From an optimization exercise on the open Yosys and OpenROAD flow, aimed at small area, a short achievable clock period and few clock cycles per item; shortcuts taken in it are not production practice. No run shown here included a check of the RTL's function; only the layout flow was run. Power and IR drop assume default switching activity.

==> flow/design.v, too long to show whole: its modules and the start of the top module <==
// module mac_fa: 10 lines
// module mac_aoi21: 3 lines
// module mac_oai21: 3 lines
// module mac_nand2: 3 lines
// module mac_nor2: 3 lines
// module mac_ha: 9 lines
// module wallace_mac: 1976 lines
module wallace_mac (
    input  wire        clk,
    input  wire        arst_n,
    input  wire        req,
    output logic       ack,
    input  wire [15:0] a,
    input  wire [15:0] b,
    input  wire [31:0] acc,
    input  wire        cin,
    output logic [32:0] result
);
  // ...
==> flow/flow/run.sh <==
#!/bin/bash
# The standard layout (the standard.sh: ORFS synthesis and place and route,
# unchanged), except that the port buffers that global placement inserts on
# every input and output use a plain buffer cell rather than the delay cell
# the resizer would pick by default.
set -euo pipefail
export BUFFER_PORTS_ARGS="-buffer_cell ${PORT_BUFFER:-sky130_fd_sc_hd__buf_2}"
bash standard.sh > standard_flow.log 2>&1
==> flow/standard.sh <==
#!/bin/bash
# synth_recipe.tcl (not shown) runs the flow's synth.tcl, then flattens the netlist and writes it again
# the make line also repeats each setting of config.mk as NAME=value (left out here)
make -C /OpenROAD-flow-scripts/flow DESIGN_CONFIG=/design/flow/config.mk WORK_HOME=/design/flow/orfs CLKGATE_MAP_FILE= SYNTH_SCRIPT=/design/flow/synth_recipe.tcl "${@:-finish}"
==> flow/config.mk <==
export PLATFORM = sky130hd
export DESIGN_NAME = wallace_mac
export DESIGN_NICKNAME = wallace_mac
export VERILOG_FILES = /design/flow/design.v
export SDC_FILE = /design/flow/constraint.sdc
export NUM_CORES = 4
export LEC_CHECK = 0
export CAP_MARGIN = 20
export CORE_MARGIN = 2
export CORE_UTILIZATION = 40
export CTS_BUF_LIST = sky130_fd_sc_hd__clkbuf_8
export SETUP_SLACK_MARGIN = 2.0
export SLEW_MARGIN = 20
export SYNTH_HIERARCHICAL = 1
export SYNTH_MINIMUM_KEEP_SIZE = 0
==> flow/constraint.sdc <==
create_clock -name core_clock -period 6.0 [get_ports {clk}]
set_input_delay 1.2000 -clock core_clock [delete_from_list [all_inputs] [get_ports {clk}]]
set_output_delay 1.2000 -clock core_clock [all_outputs]
set_load 0.01 [all_outputs]
==> summary.md, run 1 <==
| Metric | Value |
|---|---|
| Via count | `6,350` |
| Setup-failing EPs final | `0` |
| Int Power | `0.00352 W` |
| Residual DRC count | `0` |
| Routed WL per cell | `17.7 um` |
| Global-route wire length before repair | `37,300 um` |
| Multi-input gates | `703` |
| Setup TNS | `0 ns` |
| Top sig layer | `met5` |
| Tmin final | `4.02 ns` |
| Most frequent cell on the critical path | `a21oi_2` |
| Most common cell in the synthesized netlist | `nand2_1` |
| Synth Area in Adders | `0.522` |
| Mux cell area share after synthesis | `0` |
| Post-Synth Simple-Gate Area | `0.118` |
| Compound-Gate Fraction of Synth Area | `0.0577` |
| Synth Cell Area | `0.0100 mm^2` |
| Non-clk invs | `63` |
| Hold Buf Count CTS | `0` |
| Worst setup margin | `1.98 ns` |
| NonClk Buf Share | `0.0681` |
| Placed insts | `1,268` |
| Total CTS buffers | `9` |
| Router iterations before antenna repair | `5` |
| Area occupied by registers | `0.00153 mm^2` |
| Worst Setup SP | `r_fs_141` |
| Yosys top cell area share | `0.482` |
| Total clock sinks | `76` |
| Seq cells | `76` |
| Status | `complete, no violations` |
| Effective utilization at floorplan | `0.409` |
| Final core occ | `0.438` |
| Count of different cell masters after synthesis | `16` |
| Ranking of synthesized cells by area | `fa_1 48%, dfxtp_1 15%, nand2_1 10%` |
| Clock buf count | `9` |
| Grt met3 use | `0.0475` |
| Clock Path Buffers | `2` |
| Hold Violations, Final | `0` |
| Critical path peak fanout | `4` |
| Slew headroom | `0.588` |
| Critical path endpoint category | `output port` |
| Leading cell type in the layout, fill and taps excluded | `nand2_1` |
| Pwr Density | `642 mW/mm^2` |
==> run 2: changes to the inputs <==
--- a/flow/design.v
+++ b/flow/design.v
@@ -1010,54 +1010,62 @@
     wire P3_30;
     wire G3_31;
     wire P3_31;
     wire i_G3_7;
     wire G4_8;
     wire G4_9;
     wire G4_10;
     wire G4_11;
+    wire G3_7d1;
     wire G4_12;
+    wire i_G3_7d1;
     wire G4_13;
     wire G4_14;
     wire G4_15;
     wire i_G3_23;
     wire G4_24;
     wire i_P3_23;
     wire P4_24;
     wire G4_25;
     wire P4_25;
     wire G4_26;
     wire P4_26;
     wire G4_27;
     wire P4_27;
+    wire G3_23d1;
     wire G4_28;
     wire P4_28;
+    wire i_G3_23d1;
     wire G4_29;
     wire P4_29;
     wire G4_30;
     wire P4_30;
     wire G4_31;
     wire P4_31;
     wire G5_16;
     wire i_G4_15;
     wire G5_17;
     wire G5_18;
     wire G5_19;
+    wire G4_15d1;
+    wire i_G4_15d1;
     wire G5_20;
     wire G5_21;
     wire G5_22;
     wire G5_23;
-    wire G4_15d1;
-    wire i_G4_15d1;
+    wire G4_15d2;
+    wire i_G4_15d2;
     wire G5_24;
     wire G5_25;
     wire G5_26;
     wire G5_27;
+    wire G4_15d3;
     wire G5_28;
+    wire i_G4_15d3;
     wire G5_29;
     wire G5_30;
     wire G5_31;
     wire s_0;
     wire s_1;
     wire s_2;
     wire s_3;
     wire s_4;
@@ -1952,57 +1960,65 @@
     mac_nor2 u_P3_30 (.a(P2_30), .b(i_P2_27), .y(P3_30));
     mac_aoi21 u_G3_31 (.a(P2_31), .b(G2_27), .c(G2_31), .y(G3_31));
     mac_nand2 u_P3_31 (.a(P2_31), .b(P2_27), .y(P3_31));
     assign i_G3_7 = ~G3_7;
     mac_aoi21 u_G4_8 (.a(r_p0_8), .b(i_G3_7), .c(r_g0_8), .y(G4_8));
     mac_oai21 u_G4_9 (.a(r_P1_9), .b(G3_7), .c(r_G1_9), .y(G4_9));
     mac_oai21 u_G4_10 (.a(P2_10), .b(G3_7), .c(G2_10), .y(G4_10));
     mac_aoi21 u_G4_11 (.a(P2_11), .b(i_G3_7), .c(G2_11), .y(G4_11));
-    mac_oai21 u_G4_12 (.a(P3_12), .b(G3_7), .c(G3_12), .y(G4_12));
-    mac_aoi21 u_G4_13 (.a(P3_13), .b(i_G3_7), .c(G3_13), .y(G4_13));
-    mac_aoi21 u_G4_14 (.a(P3_14), .b(i_G3_7), .c(G3_14), .y(G4_14));
-    mac_oai21 u_G4_15 (.a(P3_15), .b(G3_7), .c(G3_15), .y(G4_15));
+    mac_aoi21 u_G3_7d1 (.a(r_P2_7), .b(r_G2_3), .c(r_G2_7), .y(G3_7d1));
+    mac_oai21 u_G4_12 (.a(P3_12), .b(G3_7d1), .c(G3_12), .y(G4_12));
+    assign i_G3_7d1 = ~G3_7d1;
+    mac_aoi21 u_G4_13 (.a(P3_13), .b(i_G3_7d1), .c(G3_13), .y(G4_13));
+    mac_aoi21 u_G4_14 (.a(P3_14), .b(i_G3_7d1), .c(G3_14), .y(G4_14));
+    mac_oai21 u_G4_15 (.a(P3_15), .b(G3_7d1), .c(G3_15), .y(G4_15));
     assign i_G3_23 = ~G3_23;
     mac_aoi21 u_G4_24 (.a(p0_24), .b(i_G3_23), .c(g0_24), .y(G4_24));
     assign i_P3_23 = ~P3_23;
     mac_nand2 u_P4_24 (.a(p0_24), .b(i_P3_23), .y(P4_24));
     mac_oai21 u_G4_25 (.a(P1_25), .b(G3_23), .c(G1_25), .y(G4_25));
     mac_nor2 u_P4_25 (.a(P1_25), .b(P3_23), .y(P4_25));
     mac_oai21 u_G4_26 (.a(P2_26), .b(G3_23), .c(G2_26), .y(G4_26));
     mac_nor2 u_P4_26 (.a(P2_26), .b(P3_23), .y(P4_26));
     mac_aoi21 u_G4_27 (.a(P2_27), .b(i_G3_23), .c(G2_27), .y(G4_27));
     mac_nand2 u_P4_27 (.a(P2_27), .b(i_P3_23), .y(P4_27));
-    mac_oai21 u_G4_28 (.a(P3_28), .b(G3_23), .c(G3_28), .y(G4_28));
+    mac_aoi21 u_G3_23d1 (.a(P2_23), .b(G2_19), .c(G2_23), .y(G3_23d1));
+    mac_oai21 u_G4_28 (.a(P3_28), .b(G3_23d1), .c(G3_28), .y(G4_28));
     mac_nor2 u_P4_28 (.a(P3_28), .b(P3_23), .y(P4_28));
-    mac_aoi21 u_G4_29 (.a(P3_29), .b(i_G3_23), .c(G3_29), .y(G4_29));
+    assign i_G3_23d1 = ~G3_23d1;
+    mac_aoi21 u_G4_29 (.a(P3_29), .b(i_G3_23d1), .c(G3_29), .y(G4_29));
     mac_nand2 u_P4_29 (.a(P3_29), .b(i_P3_23), .y(P4_29));
-    mac_aoi21 u_G4_30 (.a(P3_30), .b(i_G3_23), .c(G3_30), .y(G4_30));
+    mac_aoi21 u_G4_30 (.a(P3_30), .b(i_G3_23d1), .c(G3_30), .y(G4_30));
     mac_nand2 u_P4_30 (.a(P3_30), .b(i_P3_23), .y(P4_30));
-    mac_oai21 u_G4_31 (.a(P3_31), .b(G3_23), .c(G3_31), .y(G4_31));
+    mac_oai21 u_G4_31 (.a(P3_31), .b(G3_23d1), .c(G3_31), .y(G4_31));
     mac_nor2 u_P4_31 (.a(P3_31), .b(P3_23), .y(P4_31));
     mac_aoi21 u_G5_16 (.a(p0_16), .b(G4_15), .c(g0_16), .y(G5_16));
     assign i_G4_15 = ~G4_15;
     mac_oai21 u_G5_17 (.a(P1_17), .b(i_G4_15), .c(G1_17), .y(G5_17));
     mac_oai21 u_G5_18 (.a(P2_18), .b(i_G4_15), .c(G2_18), .y(G5_18));
     mac_aoi21 u_G5_19 (.a(P2_19), .b(G4_15), .c(G2_19), .y(G5_19));
-    mac_oai21 u_G5_20 (.a(P3_20), .b(i_G4_15), .c(G3_20), .y(G5_20));
-    mac_aoi21 u_G5_21 (.a(P3_21), .b(G4_15), .c(G3_21), .y(G5_21));
-    mac_aoi21 u_G5_22 (.a(P3_22), .b(G4_15), .c(G3_22), .y(G5_22));
-    mac_oai21 u_G5_23 (.a(P3_23), .b(i_G4_15), .c(G3_23), .y(G5_23));
-    mac_oai21 u_G4_15d1 (.a(P3_15), .b(G3_7), .c(G3_15), .y(G4_15d1));
+    mac_oai21 u_G4_15d1 (.a(P3_15), .b(G3_7d1), .c(G3_15), .y(G4_15d1));
     assign i_G4_15d1 = ~G4_15d1;
-    mac_oai21 u_G5_24 (.a(P4_24), .b(i_G4_15d1), .c(G4_24), .y(G5_24));
-    mac_aoi21 u_G5_25 (.a(P4_25), .b(G4_15d1), .c(G4_25), .y(G5_25));
-    mac_aoi21 u_G5_26 (.a(P4_26), .b(G4_15d1), .c(G4_26), .y(G5_26));
-    mac_oai21 u_G5_27 (.a(P4_27), .b(i_G4_15d1), .c(G4_27), .y(G5_27));
-    mac_aoi21 u_G5_28 (.a(P4_28), .b(G4_15d1), .c(G4_28), .y(G5_28));
-    mac_oai21 u_G5_29 (.a(P4_29), .b(i_G4_15d1), .c(G4_29), .y(G5_29));
-    mac_oai21 u_G5_30 (.a(P4_30), .b(i_G4_15d1), .c(G4_30), .y(G5_30));
-    mac_aoi21 u_G5_31 (.a(P4_31), .b(G4_15d1), .c(G4_31), .y(G5_31));
+    mac_oai21 u_G5_20 (.a(P3_20), .b(i_G4_15d1), .c(G3_20), .y(G5_20));
+    mac_aoi21 u_G5_21 (.a(P3_21), .b(G4_15d1), .c(G3_21), .y(G5_21));
+    mac_aoi21 u_G5_22 (.a(P3_22), .b(G4_15d1), .c(G3_22), .y(G5_22));
+    mac_oai21 u_G5_23 (.a(P3_23), .b(i_G4_15d1), .c(G3_23), .y(G5_23));
+    mac_oai21 u_G4_15d2 (.a(P3_15), .b(G3_7d1), .c(G3_15), .y(G4_15d2));
+    assign i_G4_15d2 = ~G4_15d2;
+    mac_oai21 u_G5_24 (.a(P4_24), .b(i_G4_15d2), .c(G4_24), .y(G5_24));
+    mac_aoi21 u_G5_25 (.a(P4_25), .b(G4_15d2), .c(G4_25), .y(G5_25));
+    mac_aoi21 u_G5_26 (.a(P4_26), .b(G4_15d2), .c(G4_26), .y(G5_26));
+    mac_oai21 u_G5_27 (.a(P4_27), .b(i_G4_15d2), .c(G4_27), .y(G5_27));
+    mac_oai21 u_G4_15d3 (.a(P3_15), .b(G3_7d1), .c(G3_15), .y(G4_15d3));
+    mac_aoi21 u_G5_28 (.a(P4_28), .b(G4_15d3), .c(G4_28), .y(G5_28));
+    assign i_G4_15d3 = ~G4_15d3;
+    mac_oai21 u_G5_29 (.a(P4_29), .b(i_G4_15d3), .c(G4_29), .y(G5_29));
+    mac_oai21 u_G5_30 (.a(P4_30), .b(i_G4_15d3), .c(G4_30), .y(G5_30));
+    mac_aoi21 u_G5_31 (.a(P4_31), .b(G4_15d3), .c(G4_31), .y(G5_31));
     assign s_7 = ~(r_p0_7 ^ r_G3_6);
     assign s_8 = r_p0_8 ^ G3_7;
     assign s_9 = r_p0_9 ^ G4_8;
     assign s_10 = ~(r_p0_10 ^ G4_9);
     assign s_11 = ~(p0_11 ^ G4_10);
     assign s_12 = p0_12 ^ G4_11;
     assign s_13 = ~(p0_13 ^ G4_12);
     assign s_14 = p0_14 ^ G4_13;
==> run 2 against run 1 <==
Area after synthesis rose by 0.43%. Setup slack better by 0.078 ns. Core utilization about the same. Power fell by 1.8%. Global-route usage down 0.47 points. Still clean. Die area is 0.41% higher. Synthesized cell count increased by 0.86%. Non-clock buffer count is 5 lower. Clock power increased by about 10%. Wire length fell by 0.54%. Hold slack better by 0.012 ns.
==> summary.md, run 2 <==
| Metric | Value |
|---|---|
| Residual DRC count | `0 (unchanged)` |
| Effective utilization at floorplan | `0.411 (+0.00174)` |
| Die Area | `0.0264 mm^2` |
| Initial antenna violation count | `0` |
| Sequential element share of the synthesized area | `0.152` |
| Critical path class | `in2reg` |
| Router iterations before antenna repair | `4 (-1)` |
| Total CTS buffers | `9 (unchanged)` |
| Final worst-path cycle share | `0.656` |
| Routability cong. | `0.849` |
| Rows | `57` |
| Boundary Pins | `102` |
| Routed WL per cell | `17.6 um (-0.70%)` |
| Final net count | `1,313` |
| Critical path endpoint category | `flip-flop` |
| Setup-failing EPs final | `0 (unchanged)` |
| RSZ-0062 raised after global routing | `yes` |
| Post-synth EDFFs | `0` |
| Slew Limit Fails | `0` |
| Vias in the first global route | `6,810` |
| Worst setup SP type | `input pin` |
| Post-route ant nets | `0` |
| Most frequent cells in the layout | `264 x nand2_1, 238 x fa_1, 81 x buf_2, 74 x dfxtp_1, 64 x inv_1` |
| Slew headroom | `0.311 (-0.277)` |
| Synth Cell Area | `0.0100 mm^2 (+0.43%)` |
| Slew @ Worst Pin | `1.03 ns` |
| Fmax | `254 MHz` |
| Final core occ | `0.438 (about the same)` |
| Grt ovf | `0` |
| Yosys reg bits | `76` |
| Via density per instance | `4.95` |
| Min-Delay Path Class | `in2async` |
| Worst Setup SP | `a[10]` |
| Top FF cell, synth | `dfxtp_1` |
| Core Area | `0.0245 mm^2` |
| Via count | `6,439 (+1.4%)` |
| Critical path peak fanout | `16 (+12)` |
| IO Port Bufs | `101` |
| Total Wirelength | `22,900 um` |
| Max Cap Viol | `0` |
| Global-route wire length before repair | `36,400 um (-2.4%)` |
| Yosys warnings | `7` |
| Area occupied by registers | `0.00153 mm^2 (about the same)` |
| Worst path required time | `6.25 ns` |
| Initial DRC count | `367` |
| Total Routing Usage GR | `0.182` |
| Root buf cell | `clkbuf_8` |
| Die Wd | `162 um` |
| Pwr Density | `631 mW/mm^2 (-1.8%)` |
| Most common cell in the synthesized netlist | `nand2_1` |
| Fillers | `2,318` |
| Hold Violations, Final | `0 (unchanged)` |
| Top cells by count, synth | `272 x nand2_1, 241 x fa_1, 75 x dfxtp_1, 67 x inv_1, 62 x buf_6` |
| Crit path arrival time | `4.19 ns` |
| CTS tree | `built` |
| Static Leak | `4.17 nW` |
| DPL Wire Length | `18,400 um` |
| Die H | `162 um` |
| Hold Buf Count CTS | `0 (unchanged)` |
| N_diodes | `0` |
| Pin count of the biggest net entering global routing | `17` |
| Tmin final | `3.94 ns (-0.0782 ns)` |
| Leading cell type in the layout, fill and taps excluded | `nand2_1` |
| Layout area overhead | `6.76%` |
| Count of different cell masters after synthesis | `16 (unchanged)` |
| Cells after Synth | `933` |
| Async SR Flop Fraction | `0.0132` |
| Yosys top cell area share | `0.480 (-0.00204)` |
| Ranking of synthesized cells by area | `fa_1 48%, dfxtp_1 15%, nand2_1 10%` |
| Avg Cell Area, Syn | `10.8 um^2` |
| Worst vdd ir | `396 uV` |
| Total clock sinks | `76 (unchanged)` |
| Setup TNS | `0 ns (unchanged)` |
| Worst-path clk slew | `0.09 ns` |
| # H-tree levels | `3` |
| Largest area contributor in the netlist | `fa_1` |
| Status | `complete, no violations` |
| Area taken by multi-input logic gates | `0.00766 mm^2` |
| Clock Path Buffers | `2 (unchanged)` |
| Layout cells sized above 1 | `0.243` |
==> run 2: changes by cell type in the layout (fill, tap and decap cells not counted), sizes merged, moves of 2 or more <==
cell    before  now
o21ai       33   35
inv         68   72
a21oi       47   49
buf        101   99
clkbuf      24   21
==> run 2: stage by stage <==
step / instances / instance area (um^2) / hold slack, ns / setup slack, ns / total power [W]
detailed placement: 1275 / 10100 / 0.976 / 1.43 / 0.00545
global route: 1301 / 10700 / 0.554 / 1.92 / 0.00745
global placement: 1275 / 10100 / 0.975 / 1.45 / 0.00537
finish: 1301 / 10700 / 0.582 / 2.06 / 0.00676
CTS: 1294 / 10500 / 0.558 / 1.98 / 0.00638
floorplan: 947 / 10100 / 0.904 / 1.90 / 0.00476
==> run 2: logic make-up after synthesis <==
logic type	after synthesis	synth area share
adder cells (fa/ha/maj)	273	0.520
XOR/XNOR	30	0.0262
other	1	0.000373
flip-flops	76	0.152
buffers and inverters	164	0.123
AO/OA/AOI/OAI	84	0.0602
AND/OR/NAND/NOR	305	0.118
==> run 2: repair_timing <==
action                                  in CTS  in global routing
endpoints found under the setup margin      21                 27
setup buffers                                3                  7
pin swaps                                    8                 20
resized for setup                           32                 52
==> run 2: report_power, final <==
part | internal, W | switching, W | total, W
logic | 0.00244 | 0.00299 | 0.00543
clock network | 0.000204 | 0.000225 | 0.000429
registers | 0.000783 | 0.000122 | 0.000905
total | 0.00343 | 0.00333 | 0.00676
==> run 2: worst max-delay path by stage <==
stage	slack [ns]	cells after the start	end
after detailed placement	1.43	9	r_G1_9
after global placement	1.45	9	r_G1_9
final	2.06	7	r_fs_186
after floorplan	1.90	9	r_p0_10
after CTS	1.98	10	result[19]
after global routing	1.92	10	result[19]
==> run 2: critical path: stages <==
cell and delay, ns:
buf_2 0.37, nand2_2 0.11, fa_1 0.59, fa_1 0.49, fa_1 0.47, fa_1 0.48, fa_1 0.48
==> run 2: modules after synthesis, one instance, submodules excluded <==
module / cell area, um^2 / flip-flops and latches
mac_aoi21: 8.76 / 0
mac_oai21: 5.00 / 0
mac_nand2: 3.75 / 0
wallace_mac: 4430 / 76
mac_fa: 20.0 / 0
mac_nor2: 3.75 / 0
==> run 2: cell type report <==
| class | count | area share |
|---|---|---|
| multi-input combinational | 707 | 0.714 |
| sequential | 76 | 0.142 |
| timing repair buffer | 111 | 0.0621 |
| tap | 324 | 0.0378 |
| inverter | 67 | 0.0235 |
| clock buffer | 9 | 0.0116 |
| clock inverter | 7 | 0.00840 |
==> run 2: metal layers <==
| layer | wire length [um] | GRT usage | share of wire | vias up |
|---|---|---|---|---|
| met5 | 0 | 0 | 0 | - |
| met4 | 402 | 0.0459 | 0.018 | 0 |
| met3 | 1440 | 0.0344 | 0.063 | 30 |
| met2 | 11600 | 0.306 | 0.51 | 239 |
| met1 | 9480 | 0.245 | 0.41 | 3343 |
| li1 | - | - | - | 2827 |

-- re-timing with driven ports --
No port has a modelled driver above. Below, the same layouts with a new extraction and two added sets of constraints. Step 1 assumes that a clkbuf_16 drives the clock port and a buf_2 every other input. Step 2 moves the port delays by t, midway between the first and last clock arrival at a register: inputs arrive t later, outputs are due t later. That takes back most of the time a late clock gives input paths. a / b / c = ideal ports / drivers / drivers and shift; a / b = the first two.
run | t, ns | slack for setup (ns) | latest minus earliest clock arrival (ns)
run 1 | 0.427 | 1.984 / 1.939 / 1.639 | 0.020 / 0.020
run 2 | 0.415 | 2.062 / 2.049 / 1.654 | 0.014 / 0.014
After both steps every run listed still meets setup and hold. For run 2, which loses most, drivers alone change the setup slack by -0.013 ns; drivers and shift together by -0.408 ns.
